What follows belongs to an exercise in optimizing a design on an open flow for a short achievable clock period and few clock cycles per item; a production flow would make more cautious choices. The RTL was checked by simulation tests, not by an equivalence proof against the original design. Power figures rest on the tool's default switching activity, not on a simulated workload.

== v7 ==
// pipelineCpu
module pipelineCpu (
	input  logic           CLK,
	input  logic           RST,
	output cpuPkg::wordT   imemAddr,
	input  cpuPkg::wordT   imemData,
	output cpuPkg::wordT   dmemAddr,
	output cpuPkg::wordT   dmemWData,
	output logic           dmemRead,
	output logic           dmemWrite,
	input  cpuPkg::wordT   dmemRData,
	output logic           wbValid,
	output cpuPkg::regIdxT wbReg,
	output cpuPkg::wordT   wbData
);
clock: 6.2 ns
lec_check: 0
cap_margin: 20
core_margin: 2
core_utilization: 40
setup_slack_margin: 4.2
slew_margin: 20
standard.sh (not shown) runs the stock make flow with config.mk's settings and CLKGATE_MAP_FILE= SYNTH_SCRIPT=/design/flow/synth_recipe.tcl, a recipe that flattens the netlist after the stock synthesis.
==> flow/flow/run.sh <==
#!/bin/bash
# Standard layout, except that the combinational logic of the standard synthesis is
# mapped again by ABC with a delay-driven script before floorplanning. The standard
# synthesis's registers (cells and instance names) are kept as they are.
set -euo pipefail
W=$(pwd)
F=$W/flow
R=$W/orfs/results/$FLOW_PLATFORM/pipelineCpu/base
LIB=$FLOW_HOME/platforms/$FLOW_PLATFORM/lib/sky130_fd_sc_hd__tt_025C_1v80.lib
YOSYS=$(command -v yosys || true)
if [[ -z "$YOSYS" ]]; then YOSYS=$FLOW_HOME/../tools/install/yosys/bin/yosys; fi

# 1. the standard synthesis
bash standard.sh synth > $W/log_1_synth.txt 2>&1
cp $R/1_2_yosys.v $W/standard_synth.v

# 2. map the combinational logic again; registers stay as instances
SEQ=$(tr '\n' ' ' < $F/seqcells.txt)
DU=$(cat $F/dontuse.txt $F/resyn_avoid.txt | sed "s/^/-dont_use /" | tr "\n" " ")
printf 'set_driving_cell sky130_fd_sc_hd__buf_1\nset_load 5\n' > $W/resyn.constr
cat > $W/resyn.ys <<EOY
read_liberty -ignore_miss_func $LIB
setattr -mod -set keep_hierarchy 1 $SEQ
read_verilog $W/standard_synth.v
hierarchy -top $FLOW_TOP
flatten
opt_clean -purge
abc -script $F/resyn.abc -liberty $LIB $DU -constr $W/resyn.constr
opt_clean -purge
hilomap -singleton -hicell sky130_fd_sc_hd__conb_1 HI -locell sky130_fd_sc_hd__conb_1 LO
insbuf -buf sky130_fd_sc_hd__buf_4 A X
rename -hide w:*.*
opt_clean -purge
select $FLOW_TOP
write_verilog -noattr -nohex -nodec -selected $W/resyn.v
EOY
if ! $YOSYS -l $W/log_2_resynth.txt -q $W/resyn.ys > /dev/null 2>&1; then
  # a simpler script if the first one fails on this netlist
  sed "s#$F/resyn.abc#$F/resyn_safe.abc#" $W/resyn.ys > $W/resyn_safe.ys
  $YOSYS -l $W/log_2_resynth_safe.txt -q $W/resyn_safe.ys > /dev/null 2>&1
fi

# the registers must be the standard synthesis's, instance for instance
regs() { grep -E '^ *sky130_fd_sc_hd__[a-z0-9_]+ ' "$1" | awk '{print $1, $2}' | grep -F -w -f $F/seqcells.txt | sort; }
if ! diff <(regs $W/standard_synth.v) <(regs $W/resyn.v) > $W/log_regdiff.txt; then
  echo "registers differ after remapping" >&2
  exit 1
fi
cp $W/resyn.v $R/1_2_yosys.v
touch $R/1_2_yosys.v

# 3. the rest of the standard layout
bash standard.sh > $W/log_3_layout.txt 2>&1
test -f $W/out/final.def
Other scripts of this flow, unchanged in this note and not shown: flow/flow/dontuse.txt, flow/flow/resyn.abc, flow/flow/resyn_avoid.txt, flow/flow/resyn_safe.abc, flow/flow/seqcells.txt
Testbench counts of v7, summed over its fixed seeds: cycles 10,451, instrs 10,210.
The inputs of v16 differ from those of v7 as listed below.
Settings: SETUP_SLACK_MARGIN: 4.2 -> 3.8; CORE_UTILIZATION: 40 -> 55.
==> comparison <==
- v16 improves on v7 in clock network power.
- Mean number of vias per cell: v16 vs v7 up 7.8%
- The share of the cycle needed by the critical path after routing reported for v16 is greater than that of v7 by 1.6 points.
- Reported for v16 and v7, synthesized cell count turned out identical to the last digit.
- Utilization is higher on v16
Input changes introduced in v27 (baseline for comparison: v16):
Settings: CORE_UTILIZATION now 40, was 55.
- Synthesized net count came out exactly the same in v16 and v27.
- v27 gives less detailed-route via count than v16 did.
- There was hardly any difference in setup slack on the worst flop-to-flop path between v16 and v27.
- What v27 reported for number of global-route vias before repair has to be multiplied by 1.06 to get the figure for v16.
- Of the two values seen for classification of the worst setup path, input pin to register was produced by v16 and register to register by v27.
- Going from v16 to v27, post-place instance area increased 1.2%, buffers inserted during post-CTS setup optimization went up by 14, fraction of layout cells with a size suffix above 1 essentially unchanged, timing-limited maximum frequency grew by about 2.3%.
- Per the comparison of v27 with v16, clock-cell share of area climbed 0.16 points; non-clock buffer count climbed about 3%.
- Relative to v16, clock skew increased by 3.7 ps in v27.
### v27 -> v8
Settings: swapping 40 for 50 in CORE_UTILIZATION; swapping 3.8 for 4.2 in SETUP_SLACK_MARGIN.
What v8 reported for peak supply drop has to be multiplied by 0.80 to get the figure for v27.
In the flow results for v8 and v27, the number of optimization iterations in the first detailed-route pass is smaller on v27.
v8: maximum fanout count along the critical path is 2 higher than what v27 reported.
Lower time the worst path needs with I/O delays and setup among v8 and v27: v8
NOTE: diode insertion count for antenna repair in v8 exceeds that of v27
Compared with v27, v8 is the more power-hungry design.
met2 routed wirelength in v8 is 4.4 mm above v27.
Changes in v41 relative to v8:
Settings: swapping 50 for 60 in CORE_UTILIZATION.
v41 did not run to completion, as it errored out during 5_1_grt.
On count of input and output buffers, v41 and v8 are basically level.
Summary of v41 over v8: cell area after placement now smaller, placer's final routability congestion estimate now larger, HPWL reported at the end of detailed placement now smaller.
Horizontal die dimension was lower in the run labelled v41.
From v8 to v41 the numbers moved as follows: number of gates resized after CTS has decreased; synthesized area has remained practically unchanged.
### v41 -> v10
Settings: CORE_UTILIZATION now 45, was 60; SETUP_SLACK_MARGIN now 3.8, was 4.2.
## What came out
- v10 went all the way through synthesis, placement and routing and the layout is clean on timing, DRC and antenna.
- Side by side, number of setup buffers added after CTS turned out lower in v10 than in v41.
- In the tables for v10 and v41, instance area after placement reads higher with v41.
- Die outline width, v10 vs v41: up by more than 10%
- Number of instances resized during post-cts repair for v10 is lower than for v41.
- Against v41, die boundary height in v10 rose by more than 10%.
- Measured against each other, v10 and v41 differ in post-placement setup slack, the higher figure coming from v10.
- The higher number of rows in the core area of v10 and v41 is in v10.

[port drivers added, routing unchanged]
No port has a modelled driver above. Below, the same layouts with a new extraction and two added sets of constraints. Step 1 assumes that a clkbuf_16 drives the clock port and a buf_2 every other input. Step 2 also shifts input and output timing later by t, the mid clock arrival at the registers, as if the neighbouring blocks saw the same clock. Three values: ideal ports, drivers, drivers and shift; two values: the first two.
| run | t, ns | slack for setup (ns) | worst hold slack (ns) | worst data-port slew with drivers (ns) |
|---|---|---|---|---|
| v7 | 0.701 | 3.610 / 3.544 / 2.965 | 0.324 / 0.324 / 0.324 | 0.08 |
| v16 | 0.690 | 3.513 / 3.551 / 2.862 | 0.324 / 0.324 / 0.324 | 0.05 |
| v27 | 0.702 | 3.573 / 3.551 / 2.944 | 0.324 / 0.324 / 0.324 | 0.07 |
| v8 | 0.702 | 3.583 / 3.550 / 3.045 | 0.325 / 0.325 / 0.325 | 0.08 |
| v10 | 0.709 | 3.578 / 3.560 / 2.961 | 0.324 / 0.324 / 0.324 | 0.06 |
After both steps every run listed still meets setup and hold. For v16, which loses most, drivers alone change the setup slack by +0.038 ns; drivers and shift together by -0.651 ns.
